From an optimization exercise on the open Yosys and OpenROAD flow, aimed at small area; shortcuts taken in it are not production practice.
Function was checked by simulation only, so behaviour that the tests miss may differ from the original.

[flow/config.mk]
export PLATFORM = sky130hd
export DESIGN_NAME = intra16_pred
export DESIGN_NICKNAME = intra16_pred
export VERILOG_FILES = /design/flow/design.v
export SDC_FILE = /design/flow/constraint.sdc
export NUM_CORES = 4
export LEC_CHECK = 0
export CAP_MARGIN = 20
export CORE_MARGIN = 2
export CORE_UTILIZATION = 40
export SLEW_MARGIN = 20
[flow/constraint.sdc]
create_clock -name core_clock -period 12.0 [get_ports {clk}]
set_input_delay 2.4000 -clock core_clock [delete_from_list [all_inputs] [get_ports {clk}]]
set_output_delay 2.4000 -clock core_clock [all_outputs]
set_load 0.01 [all_outputs]
[flow/design.v]
package intra16_pkg;
	typedef enum logic [1:0] {
		mode_vertical,
		mode_horizontal,
		mode_dc,
		mode_plane
	} pred_mode_e;
	typedef enum logic [2:0] {
		op_none,
		op_top,       
		op_left0,
		op_left1,
		op_left2,
		op_left3,
		op_corner
	} edge_op_e;
	typedef struct packed {
		logic [16-1:0][8-1:0] top;
		logic [16-1:0][8-1:0] left;
		logic [8-1:0] corner;    
	} edge_set_t;
	typedef struct packed {
		logic [16-1:0] a;
		logic [16-1:0] b;
		logic [16-1:0] c;
	} plane_param_t;
	typedef struct packed {
		logic [16-1:0][8-1:0] px;    
	} pred_block_t;
endpackage
`timescale 1ns/100ps
module intra16_pred (
	input  logic                     clk,
	input  logic                     reset_n,
	input  logic [2:0]               edge_op,
	input  logic [32-1:0]       edge_word,
	input  logic                     top_avail,
	input  logic                     left_avail,
	input  logic                     param_strobe,
	input  logic                     plane_strobe,
	input  logic                     out_strobe,
	input  logic [3:0]               block_idx,
	input  logic [1:0]               mode,
	output logic [127:0]             pred
);
	typedef logic [16:0] w17_t;
	function automatic w17_t rca(input w17_t a, input w17_t b, input logic ci);
		logic c;
		w17_t s;
		c = ci;
		for (int i = 0; i < 17; i++) begin
			s[i] = a[i] ^ b[i] ^ c;
			c = (a[i] & b[i]) | (a[i] & c) | (b[i] & c);
		end
		rca = s;
	endfunction
	function automatic w17_t csa_s(input w17_t a, input w17_t b, input w17_t c);
		csa_s = a ^ b ^ c;
	endfunction
	function automatic w17_t csa_c(input w17_t a, input w17_t b, input w17_t c);
		csa_c = ((a & b) | (a & c) | (b & c)) << 1;
	endfunction
	logic [31:0] top_w [4];     
	logic [31:0] left_w [4];
	logic [7:0]  corner;
	logic [3:0]  top_v;
	logic [3:0]  left_v;
	logic        corner_v;
	logic [1:0]  tw;
	logic        op_top;
	logic        op_left;
	logic        op_corner;
	logic [3:0]  wr_top;
	logic [3:0]  wr_left;
	assign op_top = (edge_op == 3'd1);
	assign op_corner = (edge_op == 3'd6);
	assign op_left = |wr_left;
	always_comb begin
		for (int w = 0; w < 4; w++) begin
			wr_top[w] = op_top && (tw == 2'(w));
			wr_left[w] = (edge_op == 3'(w + 2));
		end
	end
	always_ff @(posedge clk) begin
		for (int w = 0; w < 4; w++) begin
			if (wr_top[w]) top_w[w] <= edge_word;
			if (wr_left[w]) left_w[w] <= edge_word;
		end
		if (op_corner) corner <= edge_word[7:0];
	end
	always_ff @(posedge clk or negedge reset_n) begin
		if (!reset_n) begin
			top_v <= '0;
			left_v <= '0;
			corner_v <= 1'b0;
			tw <= '0;
		end else begin
			top_v <= top_v | wr_top;
			left_v <= left_v | wr_left;
			corner_v <= corner_v | op_corner;
			tw <= op_top ? tw + 2'd1 : 2'd0;
		end
	end
	logic [11:0] sum_t;
	logic [11:0] sum_l;
	logic [16:0] grad_h;
	logic [16:0] grad_v;
	logic [31:0] old_w;
	logic [31:0] new_w;
	logic [1:0]  idx;
	w17_t        d [4];       
	w17_t        u;           
	w17_t        d_sum;       
	w17_t        e_sum;       
	logic [10:0] pend_d;
	logic [11:0] pend_e;
	logic [1:0]  pend_idx;
	logic        pend_top;
	logic        pend_left;
	logic        pend_corner;
	always_comb begin
		old_w = '0;
		for (int w = 0; w < 4; w++) begin
			if (wr_top[w] && top_v[w]) old_w = old_w | top_w[w];
			if (wr_left[w] && left_v[w]) old_w = old_w | left_w[w];
		end
		if (op_corner && corner_v) old_w[7:0] = old_w[7:0] | corner;
		new_w = op_corner ? {24'd0, edge_word[7:0]} : edge_word;
		idx = op_top ? tw : (op_left ? 2'(edge_op - 3'd2) : 2'd0);
		for (int k = 0; k < 4; k++) begin
			w17_t diff;
			diff = rca({9'd0, new_w[8*k +: 8]}, ~{9'd0, old_w[8*k +: 8]}, 1'b1);
			d[k] = {{8{diff[8]}}, diff[8:0]};
		end
		u = rca(d[2], d[3], 1'b0);
		u = {{7{u[9]}}, u[9:0]};
		d_sum = rca(csa_s(d[0], d[1], u), csa_c(d[0], d[1], u), 1'b0);
		e_sum = rca(csa_s(d[1], u << 1, d[3]), csa_c(d[1], u << 1, d[3]), 1'b0);
	end
	always_ff @(posedge clk) begin
		pend_d <= d_sum[10:0];
		pend_e <= e_sum[11:0];
		pend_idx <= idx;
	end
	always_ff @(posedge clk or negedge reset_n) begin
		if (!reset_n) begin
			pend_top <= 1'b0;
			pend_left <= 1'b0;
			pend_corner <= 1'b0;
		end else begin
			pend_top <= op_top;
			pend_left <= op_left;
			pend_corner <= op_corner;
		end
	end
	w17_t        g;           
	w17_t        g5;          
	w17_t        sum_t_eff;
	w17_t        sum_l_eff;
	w17_t        gh_eff;
	w17_t        gv_eff;
	always_comb begin
		w17_t pd, pe, p0, p1, q0, q1, dt, dl, gh, gv;
		pd = {{6{pend_d[10]}}, pend_d};
		pe = {{5{pend_e[11]}}, pend_e};
		case (pend_idx)
			2'd0: p0 = ~(pd << 3);    
			2'd1: p0 = ~(pd << 2);    
			2'd2: p0 = '0;
			default: p0 = pd << 2;
		endcase
		p1 = pend_corner ? '0 : pd;
		q0 = csa_s(p0, p1, pe);
		q1 = csa_c(p0, p1, pe);
		g = rca(q0, q1, ~pend_idx[1]);
		g5 = rca(g, g << 2, 1'b0);
		dt = pend_top ? pd : '0;
		dl = pend_left ? pd : '0;
		gh = (pend_top || pend_corner) ? g5 : '0;
		gv = (pend_left || pend_corner) ? g5 : '0;
		sum_t_eff = rca({5'd0, sum_t}, dt, 1'b0);
		sum_l_eff = rca({5'd0, sum_l}, dl, 1'b0);
		gh_eff = rca(grad_h, gh, 1'b0);
		gv_eff = rca(grad_v, gv, 1'b0);
	end
	always_ff @(posedge clk or negedge reset_n) begin
		if (!reset_n) begin
			sum_t <= 12'd8;
			sum_l <= 12'd8;
			grad_h <= 17'd32;
			grad_v <= 17'd32;
		end else begin
			sum_t <= sum_t_eff[11:0];
			sum_l <= sum_l_eff[11:0];
			grad_h <= gh_eff;
			grad_v <= gv_eff;
		end
	end
	logic [8:0]  pa;
	logic [10:0] pb;
	logic [10:0] pc;
	w17_t        pa_next;
	assign pa_next = rca({9'd0, top_v[3] ? top_w[3][31:24] : 8'd0},
		{9'd0, left_v[3] ? left_w[3][31:24] : 8'd0}, 1'b1);
	always_ff @(posedge clk or negedge reset_n) begin
		if (!reset_n) begin
			pa <= 9'd1;
			pb <= '0;
			pc <= '0;
		end else if (param_strobe) begin
			pa <= pa_next[8:0];
			pb <= gh_eff[16:6];
			pc <= gv_eff[16:6];
		end
	end
	logic [15:0] pl_base;
	logic [10:0] pl_b;
	logic [10:0] pl_c;
	logic        pl_v;
	w17_t        base_next;
	function automatic w17_t off_mul(input w17_t e, input logic [1:0] i);
		case (i)
			2'd0: off_mul = ~(e << 3);    
			2'd1: off_mul = ~(e << 2);    
			2'd2: off_mul = '0;
			default: off_mul = e << 2;
		endcase
	endfunction
	always_comb begin
		w17_t eb, ec, o0, o1, o2, o3, o4, s0, s1, s2, s3, s4, s5;
		eb = {{6{pb[10]}}, pb};
		ec = {{6{pc[10]}}, pc};
		o0 = {4'd0, pa, 3'd0, ~block_idx[3]};    
		o1 = eb;
		o2 = off_mul(eb, block_idx[1:0]);
		o3 = ec;
		o4 = off_mul(ec, block_idx[3:2]);
		s0 = csa_s(o0, o1, o2);
		s1 = csa_c(o0, o1, o2);
		s2 = csa_s(s0, s1, o3);
		s3 = csa_c(s0, s1, o3);
		s4 = csa_s(s2, s3, o4);
		s5 = csa_c(s2, s3, o4);
		base_next = rca(s4, s5, ~block_idx[1]);
	end
	always_ff @(posedge clk) begin
		if (plane_strobe) begin
			pl_base <= base_next[15:0];
			pl_b <= pb;
			pl_c <= pc;
		end
	end
	always_ff @(posedge clk or negedge reset_n) begin
		if (!reset_n) begin
			pl_v <= 1'b0;
		end else if (plane_strobe) begin
			pl_v <= 1'b1;
		end
	end
	logic [1:0]  kind;
	logic [37:0] od;
	w17_t        sum_all;
	logic [7:0]  dc_val;
	logic [31:0] sel_top;
	logic [31:0] sel_left;
	logic [37:0] od_next;
	assign sum_all = rca({5'd0, sum_t_eff[11:0]}, {5'd0, sum_l_eff[11:0]}, 1'b0);
	always_comb begin
		case ({top_avail, left_avail})
			2'b11: dc_val = sum_all[12:5];
			2'b10: dc_val = sum_t_eff[11:4];
			2'b01: dc_val = sum_l_eff[11:4];
			default: dc_val = 8'd128;
		endcase
		sel_top = '0;
		sel_left = '0;
		for (int w = 0; w < 4; w++) begin
			if (block_idx[1:0] == 2'(w) && top_v[w]) sel_top = sel_top | top_w[w];
			if (block_idx[3:2] == 2'(w) && left_v[w]) sel_left = sel_left | left_w[w];
		end
		case (mode)
			2'd0: od_next = {6'd0, sel_top};
			2'd1: od_next = {6'd0, sel_left};
			2'd2: od_next = {6'd0, {4{dc_val}}};
			default: od_next = pl_v ? {pl_base, pl_b, pl_c} : 38'd0;
		endcase
	end
	always_ff @(posedge clk) begin
		if (out_strobe) od <= od_next;
	end
	always_ff @(posedge clk or negedge reset_n) begin
		if (!reset_n) begin
			kind <= 2'd0;
		end else if (out_strobe) begin
			case (mode)
				2'd1: kind <= 2'd2;
				2'd3: kind <= 2'd3;
				default: kind <= 2'd1;
			endcase
		end
	end
	w17_t o_base;
	w17_t o_b;
	w17_t o_c;
	w17_t row [4];
	w17_t colv [4];
	assign o_base = {1'b0, od[37:22]};
	assign o_b = {{6{od[21]}}, od[21:11]};
	assign o_c = {{6{od[10]}}, od[10:0]};
	always_comb begin
		w17_t v;
		logic [7:0] pix;
		row[0] = o_base;
		row[1] = rca(o_base, o_c, 1'b0);
		row[2] = rca(o_base, o_c << 1, 1'b0);
		row[3] = rca(row[1], o_c << 1, 1'b0);
		colv[0] = '0;
		colv[1] = o_b;
		colv[2] = o_b << 1;
		colv[3] = rca(o_b, o_b << 1, 1'b0);
		for (int y = 0; y < 4; y++) begin
			for (int x = 0; x < 4; x++) begin
				v = (x == 0) ? row[y] : rca(row[y], colv[x], 1'b0);
				if (v[15]) pix = 8'd0;
				else if (v[14:13] != 2'b00) pix = 8'd255;
				else pix = v[12:5];
				case (kind)
					2'd1: pred[8*(4*y + x) +: 8] = od[8*x +: 8];
					2'd2: pred[8*(4*y + x) +: 8] = od[8*y +: 8];
					2'd3: pred[8*(4*y + x) +: 8] = pix;
					default: pred[8*(4*y + x) +: 8] = 8'd0;
				endcase
			end
		end
	end
endmodule
[flow/run.sh]
#!/bin/bash
# synth_recipe.tcl (not shown) runs the flow's synth.tcl, then flattens the netlist and writes it again
# the make line also repeats each setting of config.mk as NAME=value (left out here)
make -C /OpenROAD-flow-scripts/flow DESIGN_CONFIG=/design/flow/config.mk WORK_HOME=/design/flow/orfs CLKGATE_MAP_FILE= SYNTH_SCRIPT=/design/flow/synth_recipe.tcl finish
==> run notes, run 1 <==
status complete, no violations; Req. time, crit path 9.60 ns; most frequent CP cell fa_2; routability cong. 0.996; placed cell count 3912; clock latency on the worst-skew pair 0.61 ns; Max Root-Sink Buffers 3; Inserted Clock Buffers 52; clock root cell clkbuf_16; layout cells sized above 1 9.83%; # IOs 176; vias in the first global route 24900; YS warnings 6; TNS Setup 0 ns; drt drc 0; Largest stage delay, worst path 0.58 ns; slew of the pin with the lowest slew margin 1.13 ns; crit path kind flop to output pin; multi-input logic area 17400 sq um; Vias 23800; Slew Limit Fails 0; register area 13400 sq um; DP HPWL 81400 microns; Routed WL 110000 microns; die width 289 microns; syn_nets 3246; clock-pin slew on the worst setup and hold paths 0.06 ns; First DRT Iteration DRCs 2524; fill cell count 7297; Hold Worst Slack 0.478 ns; crit path time final 11.66 ns; Cell variety after synth 75; Post-Synthesis Cells 2765; Vias per Instance 5.93; die area 83500 sq um; Async SR Flop Fraction 22.5%; area delta synth->final 14.9%; Mapped Avg Cell Area 11.7 sq um; Initial DRT Pass Iterations 8; fin nets 3400; Die Height 289 microns; Final ANT Viol Nets 0; Setup WS pre-CTS -0.0733 ns; CP Data Arrival Time 9.26 ns; Final Util 46.4%; mapped cell area 32500 sq um; grt total ovfl 0; Total GRT Usage 26.5%; relative slew slack 25.0%; CTS sink cnt 471; Finished Layout Cells 4022; CTS tree done; Clock Skew 0.0234 ns; routed wire length per instance 27.3 microns; number of H-tree levels 2; sequential element share of the synthesized area 41.2%; Max-Cap Viols 0; Starting Density 40.4%; largest net degree at the start of global routing 98; first-pass GRT wire length 162000 microns; Hold WC Path Type flop to flop; RSZ-0062 raised after global routing false; crit start category flop; Worst Slack Setup Final 0.335 ns; final setup vio count 0; PortBufs 175; count of final hold-check violations 0; Hold-fix buffers, CTS 0; Core ar. 80400 sq um; initial antenna violation count 5; Peak Freq 0.0857 GHz; Critical Path Sink Type output pin; EDFF count, synth 340; Final period util 97.2%; ys flop type edfxtp_1; # rows 104; Crit-path slowest cell fa_1; crit path max fanout 3; post-synthesis register bit count 471
final cells by class:
cell class / instances / share of cell area [%]
Timing Repair Buffer: 257 / 6.27
Inverter: 310 / 3.12
Sequential cell: 471 / 35.9
Clock inverter: 32 / 0.715
Multi-Input combinational cell: 1827 / 46.8
Tap cell: 1060 / 3.56
Antenna cell: 1 / 0.00671
Clock buffer: 64 / 3.69
what timing repair did:
| action | 4_1_cts | 5_1_grt |
|---|---|---|
| pin swaps | 4 | 4 |
| resized for setup | 56 | 41 |
| setup buffers | 11 | 2 |
| setup endpoints to repair | 32 | 40 |
final timing paths:
kind,to,from,depth (start not counted),slack (ns)
min in group asynchronous,sum_t[0],reset_n,1,1.84
hold / removal,grad_v[0],grad_v[0],1,0.48
max in group asynchronous,grad_v[1],reset_n,2,8.89
hold reg to reg,grad_v[0],grad_v[0],1,0.48
setup / recovery,pred[115],od[22],27,0.34
setup reg to reg,pc[10],pend_idx[0],26,2.35
sequential cells by signal (all words and copies together), names as in the netlist, 4 cells and up:
signal	count
pb	11
pl_base	16
grad_h	17
corner	8
left_w	128
pl_c	11
top_w	128
top_v	4
left_v	4
pa	9
grad_v	17
sum_t	12
pl_b	11
od	38
sum_l	12
pend_e	12
pc	11
pend_d	11
per-stage QoR:
step | cell area (sq um)
2_1_floorplan | 32500
3_3_place_gp | 35500
3_5_place_dp | 35500
4_1_cts | 37300
5_1_grt | 37300
6_report | 37300
cell families (layout without fill, tap and decap cells):
logic type                 after synthesis  in the layout  synth area share [%]
buffers and inverters                  467            663                  5.58
DFF                                    471            471                  41.2
other                                    0              1                     0
muxes                                   34             34                  1.13
and+or+nand+nor                        494            494                  7.53
xor gates and xnor gates                58             58                  1.70
adders and majority gates              464            464                  26.4
AOI/OAI and AO/OA                      777            777                  16.5
cell usage in the layout (no fill, tap or decap), types with 21 or more instances in the layout:
master / n
clkbuf_16: 53
o21ai_0: 118
a21o_1: 78
a22oi_1: 152
and3_1: 34
fa_1: 356
ha_1: 53
edfxtp_1: 340
buf_4: 79
dfrtp_1: 101
a31oi_1: 101
nor2_1: 53
a221oi_1: 36
dfxtp_1: 25
nand3_1: 29
xnor2_1: 34
maj3_1: 22
and2_1: 77
a21oi_1: 111
a22o_1: 51
fa_2: 22
a211oi_1: 34
nand2_1: 192
o21ai_1: 21
clkdlybuf4s50_1: 146
nand2b_1: 22
inv_1: 307
cells in the mapped netlist, types with 36 or more instances:
cell type,instances,share of area (%)
a221oi_1,36,0.97
o21ai_0,121,1.9
a21o_1,78,1.8
xnor2_1,36,0.97
clkbuf_1,114,1.3
ha_1,55,2.1
and2_1,84,1.6
a31oi_1,102,2.0
edfxtp_1,340,31
fa_1,378,23
a22o_1,51,1.4
a21oi_1,111,1.7
a22oi_1,152,3.5
inv_1,307,3.5
nand2_1,194,2.2
nor2_1,53,0.61
dfrtp_1,101,7.8
critical path: cells and delay by family, from the launching register on:
family,cells,cell delay (ns)
simple gates,1,0.11
xor+xnor,1,0.17
fa+ha+maj,17,6.88
compound gates,2,0.32
buf+inv,6,0.84
flops,1,0.36
per-layer routing:
layer,up-vias,global-route usage (%),wire [microns]
met5,-,0,46
met4,8,10.8,4960
met3,300,4.45,9140
met2,1301,44.9,53800
met1,12100,33.8,42100
li1,10100,-,-
==> inputs of run 2 (changes only) <==
--- a/flow/design.v
+++ b/flow/design.v
@@ -263,4 +263,2 @@
 	logic [7:0]  dc_val;
-	logic [31:0] sel_top;
-	logic [31:0] sel_left;
 	logic [37:0] od_next;
@@ -274,17 +272,12 @@
 		endcase
-		sel_top = '0;
-		sel_left = '0;
+		od_next = out_strobe ? '0 : od;
 		for (int w = 0; w < 4; w++) begin
-			if (block_idx[1:0] == 2'(w) && top_v[w]) sel_top = sel_top | top_w[w];
-			if (block_idx[3:2] == 2'(w) && left_v[w]) sel_left = sel_left | left_w[w];
+			if (out_strobe && mode == 2'd0 && block_idx[1:0] == 2'(w) && top_v[w]) od_next[31:0] = od_next[31:0] | top_w[w];
+			if (out_strobe && mode == 2'd1 && block_idx[3:2] == 2'(w) && left_v[w]) od_next[31:0] = od_next[31:0] | left_w[w];
 		end
-		case (mode)
-			2'd0: od_next = {6'd0, sel_top};
-			2'd1: od_next = {6'd0, sel_left};
-			2'd2: od_next = {6'd0, {4{dc_val}}};
-			default: od_next = pl_v ? {pl_base, pl_b, pl_c} : 38'd0;
-		endcase
+		if (out_strobe && mode == 2'd2) od_next[31:0] = od_next[31:0] | {4{dc_val}};
+		if (out_strobe && mode == 2'd3 && pl_v) od_next = od_next | {pl_base, pl_b, pl_c};
 	end
 	always_ff @(posedge clk) begin
-		if (out_strobe) od <= od_next;
+		od <= od_next;
 	end
@@ -309,5 +302,9 @@
 	assign o_c = {{6{od[10]}}, od[10:0]};
+	logic k_v, k_h, k_p;
+	assign k_v = (kind == 2'd1);
+	assign k_h = (kind == 2'd2);
+	assign k_p = (kind == 2'd3);
 	always_comb begin
 		w17_t v;
-		logic [7:0] pix;
+		logic pz, po;
 		row[0] = o_base;
@@ -323,11 +320,6 @@
 				v = (x == 0) ? row[y] : rca(row[y], colv[x], 1'b0);
-				if (v[15]) pix = 8'd0;
-				else if (v[14:13] != 2'b00) pix = 8'd255;
-				else pix = v[12:5];
-				case (kind)
-					2'd1: pred[8*(4*y + x) +: 8] = od[8*x +: 8];
-					2'd2: pred[8*(4*y + x) +: 8] = od[8*y +: 8];
-					2'd3: pred[8*(4*y + x) +: 8] = pix;
-					default: pred[8*(4*y + x) +: 8] = 8'd0;
-				endcase
+				pz = k_p & ~v[15];
+				po = pz & (v[14] | v[13]);
+				pred[8*(4*y + x) +: 8] = ({8{pz}} & v[12:5]) | {8{po}}
+					| ({8{k_v}} & od[8*x +: 8]) | ({8{k_h}} & od[8*y +: 8]);
 			end
==> run 2 against run 1 <==
Flip-flop and latch count unchanged. Clock-buffer cell count down 5. Non-clock buffer count increased by 5. Register-to-register slack lost 0.27 ns. Wire length rose by 4.5%. Highest routed layer unchanged. Synthesized cell count fell by 4.3%. Fmax fell by 0.63%. Critical path type unchanged. Die area shrank 4.2%. Via count down 1.8%.
==> run notes, run 2 <==
status complete, no violations; commonest non-fill, non-tap cell in the layout fa_1; post-synth top area share 29.2% (-2.3 points); sequential element share of the synthesized area 41.8% (+0.60 points); Routed WL 115000 microns (+4.5%); relative slew slack 11.5% (-13 points); count of final hold-check violations 0 (unchanged); syn_nets 3124 (-3.8%); Clock Skew 0.0296 ns (+0.00617 ns); Initial DRT Pass Iterations 9 (+1); Max-Cap Viols 0 (unchanged); Inserted Clock Buffers 48 (-7.7%); drt drc 0 (unchanged); Async SR Flop Fraction 22.5% (unchanged); CP Data Arrival Time 9.34 ns (+0.08 ns); post-synthesis register bit count 471 (unchanged); Mapped Avg Cell Area 11.7 sq um (about the same); placed cell count 3817 (-2.4%); routability cong. 1.00 (+0.39%); Die Height 283 microns (-2.1%); die area 80000 sq um (-4.2%); Req. time, crit path 9.60 ns (about the same); Cell variety after synth 72 (-4.0%); Largest stage delay, worst path 0.62 ns (+0.04 ns); Max Root-Sink Buffers 3 (unchanged); delay-heaviest family, CP adder cells; Hold WC Path Type flop to flop; worst path buffer plus inverter count 5 (-1); Area contributors post-synth edfxtp_1 (29%), fa_1 (24%), dfrtp_1 (8.1%); fin nets 3306 (-2.8%); most common cell in the netlist fa_1; Crit-path slowest cell fa_2; fill cell count 6917 (-5.2%); grt total ovfl 0 (unchanged); largest net degree at the start of global routing 56 (-43%); CTS tree done; number of H-tree levels 2 (unchanged); final setup vio count 0 (unchanged); DP HPWL 85900 microns (+5.6%); clock latency on the worst-skew pair 0.61 ns (about the same); Peak Freq 0.0852 GHz (-0.63%); Final ANT Viol Nets 0 (unchanged); crit start category flop; commonest non-fill, non-tap cells in the layout fa_1 (364), inv_1 (315), edfxtp_1 (302); routed wire length per instance 29.4 microns (+7.4%); crit path time final 11.74 ns (+0.0740 ns); Vias per Instance 5.99 (+1.0%); Final period util 97.8% (+0.62 points); die width 283 microns (-2.1%); ys flop type edfxtp_1; most common library cells after synthesis fa_1 (378), inv_1 (317), edfxtp_1 (302); First DRT Iteration DRCs 3309 (+31%); # rows 102 (-1.9%); Yosys top cell by area edfxtp_1; vias in the first global route 24500 (-1.4%); Hold-fix buffers, CTS 0 (unchanged); Slew Limit Fails 0 (unchanged); # IOs 176 (unchanged); crit path max fanout 8 (+5); largest registers left_w: 128 flops, top_w: 128 flops, od: 38 flops; initial antenna violation count 6 (+1); TNS Setup 0 ns (unchanged); RSZ-0062 raised after global routing false; Total GRT Usage 28.9% (+2.5 points); area delta synth->final 16.2%; Finished Layout Cells 3911 (-2.8%); Post-Synthesis Cells 2647 (-4.3%); most frequent CP cell fa_1; Vias 23400 (-1.8%); first-pass GRT wire length 166000 microns (+2.6%); Critical Path Sink Type output pin; Core ar. 77200 sq um (-4.0%); clock root cell clkbuf_16; layout cells sized above 1 8.92% (-0.90 points); crit path kind flop to output pin; CTS sink cnt 471 (unchanged); mapped cell area 31100 sq um (-4.3%); PortBufs 175 (unchanged); clock-pin slew on the worst setup and hold paths 0.06 ns (about the same); YS warnings 6 (unchanged); EDFF count, synth 302 (-11%); Starting Density 40.3% (-0.11 points); slew of the pin with the lowest slew margin 1.32 ns (+0.193 ns)
run 2: path summary, 6_finish.rpt:
kind / startpoint / endpoint / slack [ns] / cells after the start
max: od[22] / pred[122] / 0.26 / 25
min: corner_v / corner_v / 0.47 / 1
max reg2reg: pend_corner / pc[10] / 2.08 / 29
min reg2reg: corner_v / corner_v / 0.47 / 1
max in group asynchronous: reset_n / pc[6] / 8.86 / 2
min in group asynchronous: reset_n / pa[3] / 1.87 / 1
run 2: cell type report:
type                    count  area [sq um]  area share (%)
diodes                      2          5.00          0.0139
clock buffers              59          1290            3.59
clock inverters            31           384            1.06
inverters                 320          1200            3.33
multi-input cells        1726         16500            45.8
flip-flops and latches    471         13000            36.0
well taps                1040          1300            3.60
repair buffers            262          2410            6.66
run 2: cell families (layout without fill, tap and decap cells):
family	after synthesis	in the layout	synth area share (%)
compound gates	495	495	12.2
xor+xnor	60	60	1.69
fa+ha+maj	459	459	27.4
buf+inv	450	672	5.48
flops	471	471	41.8
mux	37	37	1.26
other cells	0	2	0
simple gates	675	675	10.3
run 2: what timing repair did:
item                                    in CTS  in global routing
gates cloned                                 0                  0
pin swaps                                    3                  3
endpoints found under the setup margin      31                 39
buffers inserted                             2                  0
resized for setup                           10                 18
run 2: layer usage:
metal	GRT usage [%]	up-vias	wire length, microns
met4	15.2	6	7200
met5	0	-	36
met1	36.3	11700	42200
li1	-	9699	-
met3	5.91	382	12200
met2	47.3	1601	53300
run 2: stage by stage:
step	instance area, sq um	hold slack (ns)	utilization [%]	setup WS [ns]
after detailed placement	34300	0.449	44.5	0.390
after global routing	36100	0.490	46.8	0.0119
final	36100	0.468	46.8	0.261
after global placement	34300	0.445	44.5	0.461
after floorplan	31100	0.418	-	0.854
after CTS	36100	0.465	46.7	0.0428
==> inputs of run 3 (changes only) <==
==> flow/flow/run.sh (new file) <==
#!/bin/bash
# Standard layout, except that the port buffers are the smallest buffer cell.
set -euo pipefail
export BUFFER_PORTS_ARGS="-buffer_cell sky130_fd_sc_hd__buf_1"
bash standard.sh finish > make_finish.log 2>&1
==> flow/standard.sh (new file) <==
#!/bin/bash
# synth_recipe.tcl (not shown) runs the flow's synth.tcl, then flattens the netlist and writes it again
# the make line also repeats each setting of config.mk as NAME=value (left out here)
make -C /OpenROAD-flow-scripts/flow DESIGN_CONFIG=/design/flow/config.mk WORK_HOME=/design/flow/orfs CLKGATE_MAP_FILE= SYNTH_SCRIPT=/design/flow/synth_recipe.tcl "${@:-finish}"
--- a/flow/config.mk
+++ b/flow/config.mk
@@ -10,2 +10,5 @@
 export CORE_UTILIZATION = 40
+export CTS_BUF_LIST = sky130_fd_sc_hd__clkbuf_16
+export CTS_CLUSTER_DIAMETER = 70
+export CTS_CLUSTER_SIZE = 30
 export SLEW_MARGIN = 20
removed: flow/run.sh
==> run 3 against run 2 <==
Still clean. Flip-flop and latch count did not move. Non-clock buffer count shrank 7. First-iteration DRC count shrank 7.0%. Cell count decreased by 1.1%. Global-route usage decreased by 0.15 points. Via count decreased by 1.2%. Register-to-register slack better by 0.05 ns. Core utilization fell by 2.2 points. Hold slack improved by 0.013 ns.
==> run notes, run 3 <==
DP HPWL 86400 microns (+0.52%); R2R depth 28 (-3.4%); Inserted Clock Buffers 29 (-40%); Area contributors post-synth edfxtp_1 (29%), fa_1 (24%), dfrtp_1 (8.1%); Worst Slack Setup Final 0.242 ns (-0.0190 ns); Final period util 98.0% (+0.16 points); routed wire length per instance 29.6 microns (+0.83%); TNS Setup 0 ns (unchanged); count of final hold-check violations 0 (unchanged); Hold WC Path Type flop to flop; largest net degree at the start of global routing 67 (+20%); # rows 102 (unchanged); post-synth top area share 29.2% (unchanged); slew of the pin with the lowest slew margin 1.18 ns (-0.142 ns); First DRT Iteration DRCs 3077 (-7.0%); CTS tree done; crit path time final 11.76 ns (+0.0190 ns); Max-Cap Viols 0 (unchanged); Vias per Instance 5.98 (about the same); fill cell count 7137 (+3.2%); Setup WS pre-CTS 0.633 ns (+0.243 ns); Peak Freq 0.0851 GHz (-0.16%); initial antenna violation count 10 (+4); Cell variety after synth 72 (unchanged); number of H-tree levels 1 (-1); # IOs 176 (unchanged); Hold-fix buffers, CTS 0 (unchanged); PortBufs 175 (unchanged); CTS sink cnt 471 (unchanged); Core ar. 77200 sq um (unchanged); hold path cells 1 (unchanged); relative slew slack 21.3% (+9.7 points); register area 13000 sq um (about the same); largest registers left_w: 128 flops, top_w: 128 flops, od: 38 flops; commonest non-fill, non-tap cell in the layout fa_1; layout cells sized above 1 7.54% (-1.4 points); Initial DRT Pass Iterations 10 (+1); Die Height 283 microns (unchanged); first-pass GRT wire length 166000 microns (-0.33%); syn_nets 3124 (unchanged); die area 80000 sq um (unchanged); CP Data Arrival Time 9.36 ns (+0.02 ns); post-synthesis register bit count 471 (unchanged); Max Root-Sink Buffers 3 (unchanged); Async SR Flop Fraction 22.5% (unchanged); Final ANT Viol Nets 0 (unchanged); routability cong. 0.995 (-0.45%); final setup vio count 0 (unchanged); Placement Cell Area 33300 sq um (-3.2%); YS warnings 6 (unchanged); Mapped Avg Cell Area 11.7 sq um (unchanged); vias in the first global route 24200 (-1.5%); most common cell in the netlist fa_1; crit start category flop; status complete, no violations; grt total ovfl 0 (unchanged); Post-Synthesis Cells 2647 (unchanged); clock root cell clkbuf_16; mapped cell area 31100 sq um (unchanged); Final Util 44.5% (-2.2 points); Vias 23100 (-1.2%); placed cell count 3811 (-0.16%); Hold Worst Slack 0.481 ns (+0.0135 ns); Routed WL 115000 microns (-0.31%); most common library cells after synthesis fa_1 (378), inv_1 (317), edfxtp_1 (302); commonest non-fill, non-tap cells in the layout fa_1 (374), inv_1 (318), edfxtp_1 (302); Critical Path Sink Type output pin; area delta synth->final 10.6%; ys flop type edfxtp_1; EDFF count, synth 302 (unchanged); Total GRT Usage 28.8% (-0.15 points); crit path max fanout 8 (unchanged); fin nets 3280 (-0.79%); Slew Limit Fails 0 (unchanged); Starting Density 40.3% (unchanged); Finished Layout Cells 3867 (-1.1%); Yosys top cell by area edfxtp_1; clock latency on the worst-skew pair 0.62 ns (about the same); crit path kind flop to output pin; Clock Skew 0.0280 ns (-0.00152 ns); RSZ-0062 raised after global routing false; Post-Layout Inst Area 34400 sq um (-4.8%); clock-pin slew on the worst setup and hold paths 0.11 ns (+0.05 ns); multi-input logic area 16500 sq um (-0.21%); drt drc 0 (unchanged); die width 283 microns (unchanged); sequential element share of the synthesized area 41.8% (unchanged); Req. time, crit path 9.60 ns (about the same)
[run 3: cell types whose count changed in the layout (fill, tap and decap cells not counted), sizes merged]
cell | previous run | this run
buf | 90 | 247
bufinv | 8 | 0
clkbuf | 59 | 37
clkdlybuf4s50 | 169 | 0
clkinv | 16 | 8
clkinvlp | 5 | 0
dlymetal6s2s | 3 | 0
inv | 322 | 336
[run 3: worst max-delay path: stages (launching register included)]
cell	delay, ns
dfxtp_2	0.40
ha_1	0.16
inv_1	0.04
fa_1	0.38
fa_1	0.41
fa_2	0.53
inv_1	0.08
fa_1	0.41
fa_1	0.45
fa_2	0.37
fa_2	0.38
fa_1	0.44
fa_1	0.44
fa_1	0.45
fa_1	0.45
fa_1	0.43
fa_1	0.45
fa_1	0.44
fa_1	0.58
fa_1	0.51
nand2b_1	0.40
nor2_1	0.09
o211ai_1	0.26
buf_1	0.19
[run 3: repair_timing]
action                                  in CTS  in global routing
pin swaps                                    0                  2
setup buffers                                0                  1
gates resized for setup                      2                 14
endpoints found under the setup margin       3                 32
[run 3: area by class of cell]
class                      count  share of cell area [%]
timing repair buffer         255                    3.81
tap                         1040                    3.78
inverter                     320                    3.49
clock inverter                24                    1.00
sequential                   471                    37.8
clock buffer                  29                    2.11
antenna                        2                  0.0146
multi-input combinational   1726                    48.0
[run 3: cell families (layout without fill, tap and decap cells)]
kind of cell	after synthesis	after routing	share of synthesized area [%]
flops	471	471	41.8
buf+inv	450	628	5.48
mux	37	37	1.26
other cells	0	2	0
fa+ha+maj	459	459	27.4
xor+xnor	60	60	1.69
compound gates	495	495	12.2
simple gates	675	675	10.3
[run 3: worst paths after layout]
kind                       slack (ns)   endpoint   startpoint
setup / recovery                 0.24  pred[109]        od[0]
hold / removal                   0.48   corner_v     corner_v
setup reg to reg                 2.13     pb[10]  pend_corner
hold reg to reg                  0.48   corner_v     corner_v
max in group asynchronous        8.85   sum_t[6]      reset_n
min in group asynchronous        1.79      pa[2]      reset_n
[run 3: layer usage]
layer	GRT usage [%]	up-vias	wire length, microns
met3	5.48	331	12000
met4	13.7	8	6320
met1	36.9	11600	42700
li1	-	9626	-
met5	0	-	49
met2	47.2	1524	53500
==> inputs of run 4 (changes only) <==
--- a/flow/config.mk
+++ b/flow/config.mk
@@ -11,4 +11,4 @@
 export CTS_BUF_LIST = sky130_fd_sc_hd__clkbuf_16
-export CTS_CLUSTER_DIAMETER = 70
-export CTS_CLUSTER_SIZE = 30
+export CTS_CLUSTER_DIAMETER = 100
+export CTS_CLUSTER_SIZE = 24
 export SLEW_MARGIN = 20
==> run 4 against run 3 <==
Still clean. Synthesized cell count did not move. Global-route usage fell by 0.075 points. Core utilization fell by 0.49 points. Clock skew rose by 0.00070 ns. Die area did not move. Clock-buffer cell count fell by 4. Critical path type unchanged.
==> run notes, run 4 <==
die area 80000 sq um (unchanged); Cell variety after synth 72 (unchanged); register area 13000 sq um (about the same); First DRT Iteration DRCs 3121 (+1.4%); Hold WC Path Type flop to flop; Slew Limit Fails 0 (unchanged); count of final hold-check violations 0 (unchanged); mapped cell area 31100 sq um (unchanged); multi-input logic area 16500 sq um (about the same); relative slew slack 12.0% (-9.3 points); worst-path cell chain ha_1, inv_1, fa_1, fa_1, fa_2, inv_1, fa_1, fa_1, fa_2, fa_2, fa_1, fa_1, fa_1, fa_1, fa_1, fa_1, fa_1, fa_1, fa_1, nand2b_1, nor2_1, o211ai_1, buf_1; Max-Cap Viols 0 (unchanged); Hold-fix buffers, CTS 0 (unchanged); post-synth top area share 29.2% (unchanged); EDFF count, synth 302 (unchanged); Mapped Avg Cell Area 11.7 sq um (unchanged); slew of the pin with the lowest slew margin 1.32 ns (+0.139 ns); Hold Worst Slack 0.474 ns (-0.00743 ns); Crit-path slowest cell fa_1; crit start category flop; CTS tree done; WL met3 11600 microns (-3.6%); clock-pin slew on the worst setup and hold paths 0.11 ns (about the same); Routed WL 114000 microns (-0.13%); # IOs 176 (unchanged); number of H-tree levels 1 (unchanged); clock root cell clkbuf_16; commonest non-fill, non-tap cell in the layout fa_1; Async SR Flop Fraction 22.5% (unchanged); Starting Density 40.3% (unchanged); Vias 23200 (+0.34%); CTS sink cnt 471 (unchanged); fin nets 3274 (-0.18%); clock latency on the worst-skew pair 0.60 ns (-0.02 ns); worst path buffer plus inverter count 3 (unchanged); PortBufs 175 (unchanged); top routing layer used met5; first-pass GRT wire length 166000 microns (-0.17%); Initial DRT Pass Iterations 8 (-2); routability cong. 0.995 (unchanged); crit path max fanout 8 (unchanged); wire length on met2 53700 microns (+0.31%); Total GRT Usage 28.7% (-0.075 points); Yosys top cell by area edfxtp_1; ys flop type edfxtp_1; Inserted Clock Buffers 23 (-21%); Critical Path Sink Type output pin; YS warnings 6 (unchanged); Core ar. 77200 sq um (unchanged); Area contributors post-synth edfxtp_1 (29%), fa_1 (24%), dfrtp_1 (8.1%); die width 283 microns (unchanged); CP Data Arrival Time 9.36 ns (about the same); routed wire length per instance 29.7 microns (+0.13%); Largest stage delay, worst path 0.58 ns (about the same); drt drc 0 (unchanged); sequential element share of the synthesized area 41.8% (unchanged); # rows 102 (unchanged); commonest non-fill, non-tap cells in the layout fa_1 (374), inv_1 (333), edfxtp_1 (302); syn_nets 3124 (unchanged); Vias per Instance 6.02 (+0.60%); wire length on met1 42600 microns (-0.19%); vias in the first global route 24200 (+0.13%); most frequent CP cell fa_1; Clock Skew 0.0287 ns (+0.000699 ns); layout cells sized above 1 6.61% (-0.93 points); DP HPWL 86400 microns (unchanged); Final Util 44.0% (-0.49 points); most common library cells after synthesis fa_1 (378), inv_1 (317), edfxtp_1 (302); largest net degree at the start of global routing 67 (unchanged); final setup vio count 0 (unchanged); Post-Synthesis Cells 2647 (unchanged); Die Height 283 microns (unchanged); crit path kind flop to output pin; most common cell in the netlist fa_1; Peak Freq 0.0850 GHz (about the same); Final ANT Viol Nets 0 (unchanged); area delta synth->final 9.39%; Max Root-Sink Buffers 3 (unchanged); largest registers left_w: 128 flops, top_w: 128 flops, od: 38 flops; post-synthesis register bit count 471 (unchanged); Final period util 98.0% (about the same); grt total ovfl 0 (unchanged); fill cell count 7176 (+0.55%); initial antenna violation count 11 (+1); crit path time final 11.76 ns (+0.00314 ns); delay-heaviest family, CP adder cells; Req. time, crit path 9.60 ns (about the same); TNS Setup 0 ns (unchanged); status complete, no violations
[run 4: metrics by stage]
step / setup WS [ns] / instance area [sq um] / std cells
after floorplan: 0.854 / 31100 / 2647
after global placement: 0.735 / 33300 / 3811
after global routing: -0.00365 / 34000 / 3856
after detailed placement: 0.633 / 33300 / 3811
after CTS: 0.0200 / 34000 / 3853
final: 0.239 / 34000 / 3857
[run 4: cell type report]
class                      instances  share of cell area [%]
tap                             1040                    3.83
clock inverter                    17                   0.202
inverter                         320                    3.53
multi-input combinational       1726                    48.5
clock buffer                      25                    1.84
sequential                       471                    38.2
antenna                            3                  0.0221
timing repair buffer             255                    3.85
[run 4: worst paths after layout]
kind                             start  cells past startpoint  slack (ns)   endpoint
setup / recovery                 od[0]                     23        0.24  pred[109]
hold / removal                corner_v                      1        0.47   corner_v
setup reg to reg           pend_corner                     28        2.17     pb[10]
hold reg to reg               corner_v                      1        0.47   corner_v
max in group asynchronous      reset_n                      2        8.81   sum_l[6]
min in group asynchronous      reset_n                      1        1.82      pa[3]
[run 4: worst register-to-register path, delay by kind of cell, from the launching register on]
kind                       cells  cell delay, ns
muxes                          1            0.22
and+or+nand+nor                3            0.88
DFF                            1            0.71
xor gates and xnor gates       2            0.34
buffers and inverters          2            0.14
adders and majority gates     18            7.06
AOI/OAI and AO/OA              2            0.37
[run 4: metal layers]
metal	global-route usage, %	vias up
met5	0	-
met4	14.3	8
met3	5.04	340
met2	47.1	1639
met1	36.7	11600
li1	-	9599
[run 4: logic make-up after synthesis]
logic type	after synthesis	synth area share, %
AND/OR/NAND/NOR	675	10.3
AO/OA/AOI/OAI	495	12.2
flip-flops	471	41.8
adder cells (fa/ha/maj)	459	27.4
buffers and inverters	450	5.48
XOR/XNOR	60	1.69
multiplexers	37	1.26
[run 4: what timing repair did]
item	4_1_cts	5_1_grt
pin swaps	0	2
setup buffers	0	1
gates resized for setup	2	14
endpoints found under the setup margin	2	31
==> inputs of run 5 (changes only) <==
--- a/flow/config.mk
+++ b/flow/config.mk
@@ -7,3 +7,3 @@
 export LEC_CHECK = 0
-export CAP_MARGIN = 20
+export CAP_MARGIN = 0
 export CORE_MARGIN = 2
@@ -13,2 +13,2 @@
 export CTS_CLUSTER_SIZE = 24
-export SLEW_MARGIN = 20
+export SLEW_MARGIN = 0
==> run 5 against run 4 <==
Still clean on timing, DRC and antenna. Wire length about the same. Highest routed layer unchanged.
==> run notes, run 5 <==
status complete, no violations; Die Height 283 microns (unchanged); crit path kind flop to output pin; crit path time final 11.76 ns (-0.00564 ns); syn_nets 3124 (unchanged); Post-Synthesis Cells 2647 (unchanged); Clock Skew 0.0291 ns (+0.000385 ns); Peak Freq 0.0851 GHz (about the same); crit start category flop; Critical Path Source od[22]; Mapped Avg Cell Area 11.7 sq um (unchanged); Final Util 44.0% (-0.047 points); area delta synth->final 9.27%; Vias 23400 (+0.62%); commonest non-fill, non-tap cell in the layout fa_1; post-synth top area share 29.2% (unchanged); drt drc 0 (unchanged); # rows 102 (unchanged); grt total ovfl 0 (unchanged); EDFF count, synth 302 (unchanged); Routed WL 114000 microns (about the same); vias in the first global route 24200 (-0.025%); Vias per Instance 6.06 (+0.65%); Final period util 98.0% (about the same); ys flop type edfxtp_1; Critical Path Sink Type output pin; commonest non-fill, non-tap cells in the layout fa_1 (374), inv_1 (332), edfxtp_1 (302); clock latency on the worst-skew pair 0.59 ns (about the same); Area contributors post-synth edfxtp_1 (29%), fa_1 (24%), dfrtp_1 (8.1%); Req. time, crit path 9.60 ns (about the same); r2r endpoint pb[10]; Hold-fix buffers, CTS 0 (unchanged); Core ar. 77200 sq um (unchanged); Cell variety after synth 72 (unchanged); Async SR Flop Fraction 22.5% (unchanged); R2R Setup Slk 2.11 ns (-0.06 ns); first-pass GRT wire length 166000 microns (+0.21%); Starting Density 40.3% (unchanged); die width 283 microns (unchanged); die area 80000 sq um (unchanged); PortBufs 175 (unchanged); crit path max fanout 8 (unchanged); clock-pin slew on the worst setup and hold paths 0.11 ns (about the same); relative slew slack 17.0% (+5.0 points); count of final hold-check violations 0 (unchanged); final setup vio count 0 (unchanged); multi-input logic area 16500 sq um (about the same); Setup WS pre-CTS 0.616 ns (-0.0170 ns); CTS tree done; Yosys top cell by area edfxtp_1; Max-Cap Viols 0 (unchanged); Final ANT Viol Nets 0 (unchanged); initial antenna violation count 7 (-4); layout cells sized above 1 6.57% (-0.036 points); Inserted Clock Buffers 23 (unchanged); Total GRT Usage 28.7% (about the same); routability cong. 0.995 (unchanged); Slew Limit Fails 0 (unchanged); Max Root-Sink Buffers 3 (unchanged); RR Startpoint pend_corner; clock root cell clkbuf_16; routed wire length per instance 29.7 microns (about the same); largest net degree at the start of global routing 67 (unchanged); register area 13000 sq um (unchanged); fin nets 3274 (unchanged); sequential element share of the synthesized area 41.8% (unchanged); Worst Slack Setup Final 0.245 ns (+0.00564 ns); DP HPWL 86500 microns (+0.12%); Hold WC Path Type flop to flop; CTS sink cnt 471 (unchanged); Initial DRT Pass Iterations 9 (+1); YS warnings 6 (unchanged); fill cell count 7182 (+0.084%); First DRT Iteration DRCs 3196 (+2.4%); most common library cells after synthesis fa_1 (378), inv_1 (317), edfxtp_1 (302); mapped cell area 31100 sq um (unchanged); post-synthesis register bit count 471 (unchanged); largest registers left_w: 128 flops, top_w: 128 flops, od: 38 flops; most common cell in the netlist fa_1; Setup crit end pred[123]; CP Data Arrival Time 9.36 ns (about the same); number of H-tree levels 1 (unchanged); slew of the pin with the lowest slew margin 1.24 ns (-0.0752 ns); # IOs 176 (unchanged); R2R depth 29 (+3.6%); Hold Worst Slack 0.478 ns (+0.00432 ns)
-- run 5: repair_timing --
| item | in CTS | in global routing |
|---|---|---|
| endpoints found under the hold margin | 0 | 0 |
| pin swaps | 0 | 1 |
| setup endpoints to repair | 4 | 32 |
| buffers inserted | 0 | 1 |
| resized for setup | 2 | 13 |
-- run 5: cell families (layout without fill, tap and decap cells) --
group / Yosys count / after routing / share of synthesized area [%]
simple gates: 675 / 675 / 10.3
compound gates: 495 / 495 / 12.2
flops: 471 / 471 / 41.8
fa+ha+maj: 459 / 459 / 27.4
buf+inv: 450 / 617 / 5.48
xor+xnor: 60 / 60 / 1.69
mux: 37 / 37 / 1.26
other cells: 0 / 2 / 0
-- run 5: cell type report --
cell class	instances	area share [%]
multi-input cells	1726	48.5
clock buffers	24	1.77
clock inverters	18	0.217
well taps	1040	3.83
flip-flops and latches	471	38.3
inverters	320	3.54
diodes	2	0.0147
repair buffers	255	3.85
-- run 5: per-stage QoR --
| stage | instance area, sq um | instances | setup TNS [ns] |
|---|---|---|---|
| 2_1_floorplan | 31100 | 2647 | 0 |
| 3_3_place_gp | 33300 | 3811 | 0 |
| 3_5_place_dp | 33300 | 3811 | 0 |
| 4_1_cts | 33900 | 3853 | 0 |
| 5_1_grt | 34000 | 3854 | -0.0264 |
| 6_report | 34000 | 3856 | 0 |
-- run 5: worst max-delay path: stages, from the launching register on --
cell      delay [ns]
dfxtp_4         0.39
ha_1            0.15
inv_1           0.05
fa_1            0.39
fa_1            0.42
fa_2            0.53
inv_1           0.08
fa_1            0.42
fa_1            0.45
fa_2            0.55
inv_1           0.05
fa_1            0.41
fa_1            0.48
fa_1            0.48
fa_1            0.48
fa_1            0.48
fa_1            0.47
fa_1            0.47
fa_1            0.44
inv_1           0.09
fa_1            0.18
inv_1           0.06
fa_1            0.43
xor2_1          0.17
nor2_1          0.13
buf_4           0.21
a22o_1          0.18
clkbuf_2        0.14
-- run 5: how the worst min path moves through the flow --
stage               slack [ns]       end        start  cells after the start
finish                    0.48  corner_v     corner_v                      1
global route              0.50      pl_v         pl_v                      1
CTS                       0.48  corner_v     corner_v                      1
detailed placement        0.45  corner_v     corner_v                      1
global placement          0.44  corner_v     corner_v                      1
floorplan                 0.42    od[32]  pl_base[10]                      2
-- run 5: per-layer routing --
layer	track usage, %	share of wire [%]
met2	46.9	47
met5	0	0.020
met1	36.9	37
met3	5.19	11
met4	14.3	5.8
==> inputs of run 6 (changes only) <==
--- a/flow/config.mk
+++ b/flow/config.mk
@@ -13,2 +13,3 @@
 export CTS_CLUSTER_SIZE = 24
+export PLACE_DENSITY = 0.75
 export SLEW_MARGIN = 0
==> run 6 against run 5 <==
Critical path depth fell by 2. Fmax fell by 0.26%. Flip-flop and latch count did not move. Sequential share of layout area rose by 0.084 points. Hold slack improved by 0.0041 ns. Highest routed layer unchanged.
==> run notes, run 6 <==
commonest non-fill, non-tap cells in the layout fa_1 (373), inv_1 (330), edfxtp_1 (302); post-synthesis register bit count 471 (unchanged); Vias 23100 (-1.1%); sequential element share of the synthesized area 41.8% (unchanged); DP HPWL 78200 microns (-9.6%); vias in the first global route 23300 (-3.8%); Final Util 43.9% (-0.11 points); slew of the pin with the lowest slew margin 1.48 ns (+0.242 ns); hold path cells 1 (unchanged); crit path max fanout 6 (-2); Die Height 283 microns (unchanged); routed wire length per instance 26.9 microns (-9.3%); First DRT Iteration DRCs 3666 (+15%); most common cell in the netlist fa_1; layout cells sized above 1 6.21% (-0.36 points); die area 80000 sq um (unchanged); Critical Path Sink Type output pin; most frequent CP cell fa_1; R2R depth 28 (-3.4%); number of H-tree levels 1 (unchanged); Inserted Clock Buffers 23 (unchanged); Hold WC Path Type flop to flop; RR Startpoint pend_corner; largest net degree at the start of global routing 57 (-15%); # IOs 176 (unchanged); Mapped Avg Cell Area 11.7 sq um (unchanged); mapped cell area 31100 sq um (unchanged); count of final hold-check violations 0 (unchanged); relative slew slack 1.21% (-16 points); clock-pin slew on the worst setup and hold paths 0.09 ns (-0.02 ns); clock root cell clkbuf_16; CP Data Arrival Time 9.39 ns (+0.03 ns); Max-Cap Viols 0 (unchanged); Hold Path End corner_v; r2r endpoint pb[10]; Yosys top cell by area edfxtp_1; ys flop type edfxtp_1; CTS sink cnt 471 (unchanged); drt drc 0 (unchanged); R2R Setup Slk 2.26 ns (+0.15 ns); Core ar. 77200 sq um (unchanged); # rows 102 (unchanged); initial antenna violation count 11 (+4); most common library cells after synthesis fa_1 (378), inv_1 (317), edfxtp_1 (302); Total GRT Usage 25.9% (-2.8 points); grt total ovfl 0 (unchanged); Crit-path slowest cell fa_2; Peak Freq 0.0848 GHz (-0.26%); Slew Limit Fails 0 (unchanged); Vias per Instance 6.00 (-0.91%); Setup WS pre-CTS 0.548 ns (-0.0684 ns); CTS tree done; PortBufs 175 (unchanged); Worst Slack Setup Final 0.214 ns (-0.0308 ns); Cell variety after synth 72 (unchanged); final setup vio count 0 (unchanged); status complete, no violations; first-pass GRT wire length 152000 microns (-8.6%); Worst Hold Launch corner_v; Async SR Flop Fraction 22.5% (unchanged); Post-Layout Inst Area 33900 sq um (-0.25%); delay-heaviest family, CP adder cells; Initial DRT Pass Iterations 9 (unchanged); routability cong. 1.00 (+0.79%); area delta synth->final 9.00%; Clock Skew 0.0357 ns (+0.00661 ns); syn_nets 3124 (unchanged); die width 283 microns (unchanged); clock latency on the worst-skew pair 0.59 ns (about the same); commonest non-fill, non-tap cell in the layout fa_1; YS warnings 6 (unchanged); Largest stage delay, worst path 0.65 ns (+0.10 ns); worst path buffer plus inverter count 5 (-2); Starting Density 40.3% (unchanged); Finished Layout Cells 3849 (-0.18%); post-synth top area share 29.2% (unchanged); largest registers left_w: 128 flops, top_w: 128 flops, od: 38 flops; Max Root-Sink Buffers 3 (unchanged); placed cell count 3801 (-0.26%); Placement Cell Area 33200 sq um (-0.30%); Req. time, crit path 9.60 ns (about the same); fin nets 3264 (-0.31%); crit path time final 11.79 ns (+0.0308 ns); crit start category flop; Final period util 98.2% (+0.26 points); fill cell count 7053 (-1.8%); Routed WL 104000 microns (-9.5%); crit path kind flop to output pin; EDFF count, synth 302 (unchanged); Post-Synthesis Cells 2647 (unchanged); Area contributors post-synth edfxtp_1 (29%), fa_1 (24%), dfrtp_1 (8.1%); Final ANT Viol Nets 0 (unchanged)
## run 6: cell counts after synthesis
No cell type changed its count.
## run 6: routing by layer
layer	up-vias	wire length [microns]	GRT usage, %	share of wire, %
met3	335	13700	7.06	13
li1	9605	-	-	-
met2	1700	46400	40.0	45
met4	12	6370	13.8	6.1
met5	-	73	0	0.070
met1	11500	37000	33.2	36
## run 6: worst max path at each step
stage                     cells past startpoint          to        from
after global placement                       25    pred[97]       od[0]
after detailed placement                     25    pred[97]       od[0]
final                                        25   pred[125]       od[0]
after global routing                         25   pred[122]       od[0]
after CTS                                    27   pred[125]       od[0]
after floorplan                              26  pend_e[11]  edge_op[1]
## run 6: cell type report
cell class,instances,area [sq um],share of cell area [%]
Multi-Input combinational cell,1726,16500,48.7
Sequential cell,471,13000,38.3
Tap cell,1040,1300,3.84
Timing Repair Buffer,245,1200,3.55
Inverter,320,1200,3.54
Clock buffer,23,576,1.70
Clock inverter,17,96.3,0.284
Antenna cell,7,17.5,0.0517
## run 6: what timing repair did
item	in CTS	in global routing
setup endpoints to repair	9	25
hold buffers	0	0
resized for setup	4	10
cloned	0	0
pin swaps	0	2
buffers inserted	0	1
## run 6: logic make-up (layout without fill, tap and decap cells)
kind of cell | after synthesis | in the layout | synth area share [%]
AND/OR/NAND/NOR | 675 | 675 | 10.3
AO/OA/AOI/OAI | 495 | 495 | 12.2
flip-flops | 471 | 471 | 41.8
adder cells (fa/ha/maj) | 459 | 459 | 27.4
buffers and inverters | 450 | 605 | 5.48
XOR/XNOR | 60 | 60 | 1.69
multiplexers | 37 | 37 | 1.26
other | 0 | 7 | 0
## run 6: per-stage QoR
| stage | TNS, ns | hold WS, ns |
|---|---|---|
| 5_1_grt | -0.00268 | 0.508 |
| 2_1_floorplan | 0 | 0.418 |
| 6_report | 0 | 0.482 |
| 3_3_place_gp | 0 | 0.442 |
| 4_1_cts | 0 | 0.478 |
| 3_5_place_dp | 0 | 0.452 |
==> inputs of run 7 (changes only) <==
--- a/flow/config.mk
+++ b/flow/config.mk
@@ -9,3 +9,3 @@
 export CORE_MARGIN = 2
-export CORE_UTILIZATION = 40
+export CORE_UTILIZATION = 50
 export CTS_BUF_LIST = sky130_fd_sc_hd__clkbuf_16
@@ -13,3 +13,3 @@
 export CTS_CLUSTER_SIZE = 24
-export PLACE_DENSITY = 0.75
+export PLACE_DENSITY = 0.65
 export SLEW_MARGIN = 0
==> run 7 against run 6 <==
Still clean. Global-route usage up 9.3 points. Flip-flop and latch count unchanged.
==> run notes, run 7 <==
Final period util 97.6% (-0.63 points); crit path max fanout 8 (+2); CTS sink cnt 471 (unchanged); Clock Skew 0.0246 ns (-0.0112 ns); count of final hold-check violations 0 (unchanged); largest registers left_w: 128 flops, top_w: 128 flops, od: 38 flops; largest net degree at the start of global routing 71 (+25%); WL met3 12800 microns (-6.3%); crit start category flop; Max-Cap Viols 0 (unchanged); Hold WC Path Type flop to flop; Hold Worst Slack 0.454 ns (-0.0282 ns); fill cell count 5375 (-24%); Post-Synthesis Cells 2647 (unchanged); top routing layer used met5; most frequent CP cell fa_1; RSZ-0062 raised after global routing false; drt drc 0 (unchanged); DP HPWL 83000 microns (+6.2%); Initial DRT Pass Iterations 8 (-1); relative slew slack 5.52% (+4.3 points); R2R depth 27 (-3.6%); mapped cell area 31100 sq um (unchanged); PortBufs 175 (unchanged); die area 64200 sq um (-20%); commonest non-fill, non-tap cells in the layout fa_1 (375), inv_1 (333), edfxtp_1 (302); wire length on met1 41800 microns (+13%); Mapped Avg Cell Area 11.7 sq um (unchanged); CP Data Arrival Time 9.31 ns (-0.08 ns); hold path cells 2 (+1); Slew Limit Fails 0 (unchanged); Vias per Instance 6.42 (+6.9%); ys flop type edfxtp_1; fin nets 3260 (-0.12%); Routed WL 111000 microns (+7.6%); Crit-path slowest cell fa_2; Die Height 253 microns (-10%); Final ANT Viol Nets 0 (unchanged); crit path kind flop to output pin; # IOs 176 (unchanged); sequential element share of the synthesized area 41.8% (unchanged); Async SR Flop Fraction 22.5% (unchanged); clock latency on the worst-skew pair 0.58 ns (about the same); commonest non-fill, non-tap cell in the layout fa_1; Total GRT Usage 35.2% (+9.3 points); Peak Freq 0.0854 GHz (+0.64%); crit path time final 11.71 ns (-0.0750 ns); Req. time, crit path 9.60 ns (about the same); most common library cells after synthesis fa_1 (378), inv_1 (317), edfxtp_1 (302); CTS tree done; first-pass GRT wire length 162000 microns (+7.0%); Core ar. 61600 sq um (-20%); die width 253 microns (-10%); post-synthesis register bit count 471 (unchanged); Yosys top cell by area edfxtp_1; layout cells sized above 1 6.07% (-0.14 points); wire length on met2 50500 microns (+8.9%); Hold-fix buffers, CTS 0 (unchanged); # rows 91 (-11%); Setup WS pre-CTS 0.661 ns (+0.114 ns); First DRT Iteration DRCs 3628 (-1.0%); EDFF count, synth 302 (unchanged); routed wire length per instance 30.6 microns (+14%); Max Root-Sink Buffers 3 (unchanged); post-synth top area share 29.2% (unchanged); Worst Slack Setup Final 0.289 ns (+0.0750 ns); Cell variety after synth 72 (unchanged); Final Util 54.5% (+11 points); status complete, no violations; initial antenna violation count 6 (-5); YS warnings 6 (unchanged); Area contributors post-synth edfxtp_1 (29%), fa_1 (24%), dfrtp_1 (8.1%); Inserted Clock Buffers 23 (unchanged); vias in the first global route 23600 (+1.6%); final setup vio count 0 (unchanged); Vias 23400 (+1.1%); Starting Density 50.5% (+10 points); syn_nets 3124 (unchanged); TNS Setup 0 ns (unchanged); routability cong. 1.00 (about the same); Largest stage delay, worst path 0.59 ns (-0.06 ns); most common cell in the netlist fa_1; area delta synth->final 7.98%; grt total ovfl 0 (unchanged); Critical Path Sink Type output pin; clock root cell clkbuf_16; slew of the pin with the lowest slew margin 1.41 ns (-0.0699 ns); number of H-tree levels 1 (unchanged); clock-pin slew on the worst setup and hold paths 0.10 ns (about the same)
[run 7: cell counts after synthesis]
No cell type changed its count.
[run 7: cell type report]
type / instances / area [sq um] / area share, %
Inverter: 320 / 1200 / 3.58
Antenna cell: 3 / 7.51 / 0.0224
Clock inverter: 19 / 82.6 / 0.246
Timing Repair Buffer: 241 / 1160 / 3.46
Sequential cell: 471 / 13000 / 38.7
Multi-Input combinational cell: 1726 / 16500 / 49.1
Clock buffer: 23 / 576 / 1.71
Tap cell: 837 / 1050 / 3.12
[run 7: kinds of logic (layout without fill, tap and decap cells)]
kind of cell             Yosys count  after routing  share of synthesized area [%]
AO/OA/AOI/OAI                    495            495                           12.2
multiplexers                      37             37                           1.26
adder cells (fa/ha/maj)          459            459                           27.4
AND/OR/NAND/NOR                  675            675                           10.3
buffers and inverters            450            603                           5.48
flip-flops                       471            471                           41.8
other                              0              3                              0
XOR/XNOR                          60             60                           1.69
[run 7: path summary, 6_finish.rpt]
check                            start         to  slack [ns]
max                              od[0]  pred[120]        0.29
min                        pl_base[13]     od[35]        0.45
max reg2reg                pend_idx[0]     pb[10]        1.97
min reg2reg                pl_base[13]     od[35]        0.45
max in group asynchronous      reset_n      tw[0]        8.78
min in group asynchronous      reset_n  grad_v[4]        1.84
[run 7: routing by layer]
layer	global-route usage [%]	vias to the layer above
li1	-	9579
met1	47.0	11800
met2	54.8	1660
met3	7.64	306
met4	17.1	6
met5	0	-
[run 7: worst max-delay path: cells and delay by family, from the launching register on]
family                   cells  cell delay [ns]
AO/OA/AOI/OAI                1             0.24
adder cells (fa/ha/maj)     17             7.27
buffers and inverters        7             0.64
flip-flops                   1             0.39
AND/OR/NAND/NOR              2             0.18
[run 7: per-stage QoR]
step | area [sq um] | std cells
final | 33600 | 3640
after global routing | 33600 | 3638
after CTS | 33500 | 3636
after detailed placement | 32900 | 3594
after global placement | 32900 | 3594
after floorplan | 31100 | 2647
[run 7: what timing repair did]
action	CTS	global route
resized for setup	0	11
endpoints found under the setup margin	0	32
setup buffers	0	1

==> static timing again, ports no longer ideal <==
The flow's constraints put no driver on any port. The routed layouts listed below were extracted and timed again, unchanged, in two steps.
Step 1 (the two cells are an assumption about what drives the block):
set clk [get_ports {clk}]
set_driving_cell -lib_cell sky130_fd_sc_hd__clkbuf_16 $clk
set_driving_cell -lib_cell sky130_fd_sc_hd__buf_2 [delete_from_list [all_inputs] $clk]
Step 2 also shifts input and output timing later by t, the mid clock arrival at the registers, as if the neighbouring blocks saw the same clock.
Three values: no drivers, after step 1, after step 2; two values: the first two.
| run | shift t [ns] | setup WS [ns] | clock arrival spread, ns | cell pins on the clock port's net |
|---|---|---|---|---|
| run 1 | 0.657 | 0.335 / 0.276 / 0.578 | 0.024 / 0.023 | 1 |
| run 2 | 0.653 | 0.261 / 0.200 / 0.643 | 0.031 / 0.031 | 1 |
| run 3 | 0.666 | 0.242 / 0.181 / 0.847 | 0.028 / 0.028 | 1 |
| run 4 | 0.651 | 0.239 / 0.176 / 0.827 | 0.029 / 0.029 | 1 |
| run 5 | 0.635 | 0.245 / 0.185 / 0.820 | 0.029 / 0.029 | 1 |
| run 6 | 0.636 | 0.214 / 0.154 / 0.790 | 0.039 / 0.038 | 1 |
| run 7 | 0.635 | 0.289 / 0.227 / 0.862 | 0.025 / 0.024 | 1 |
After both steps every run listed still meets setup and hold.
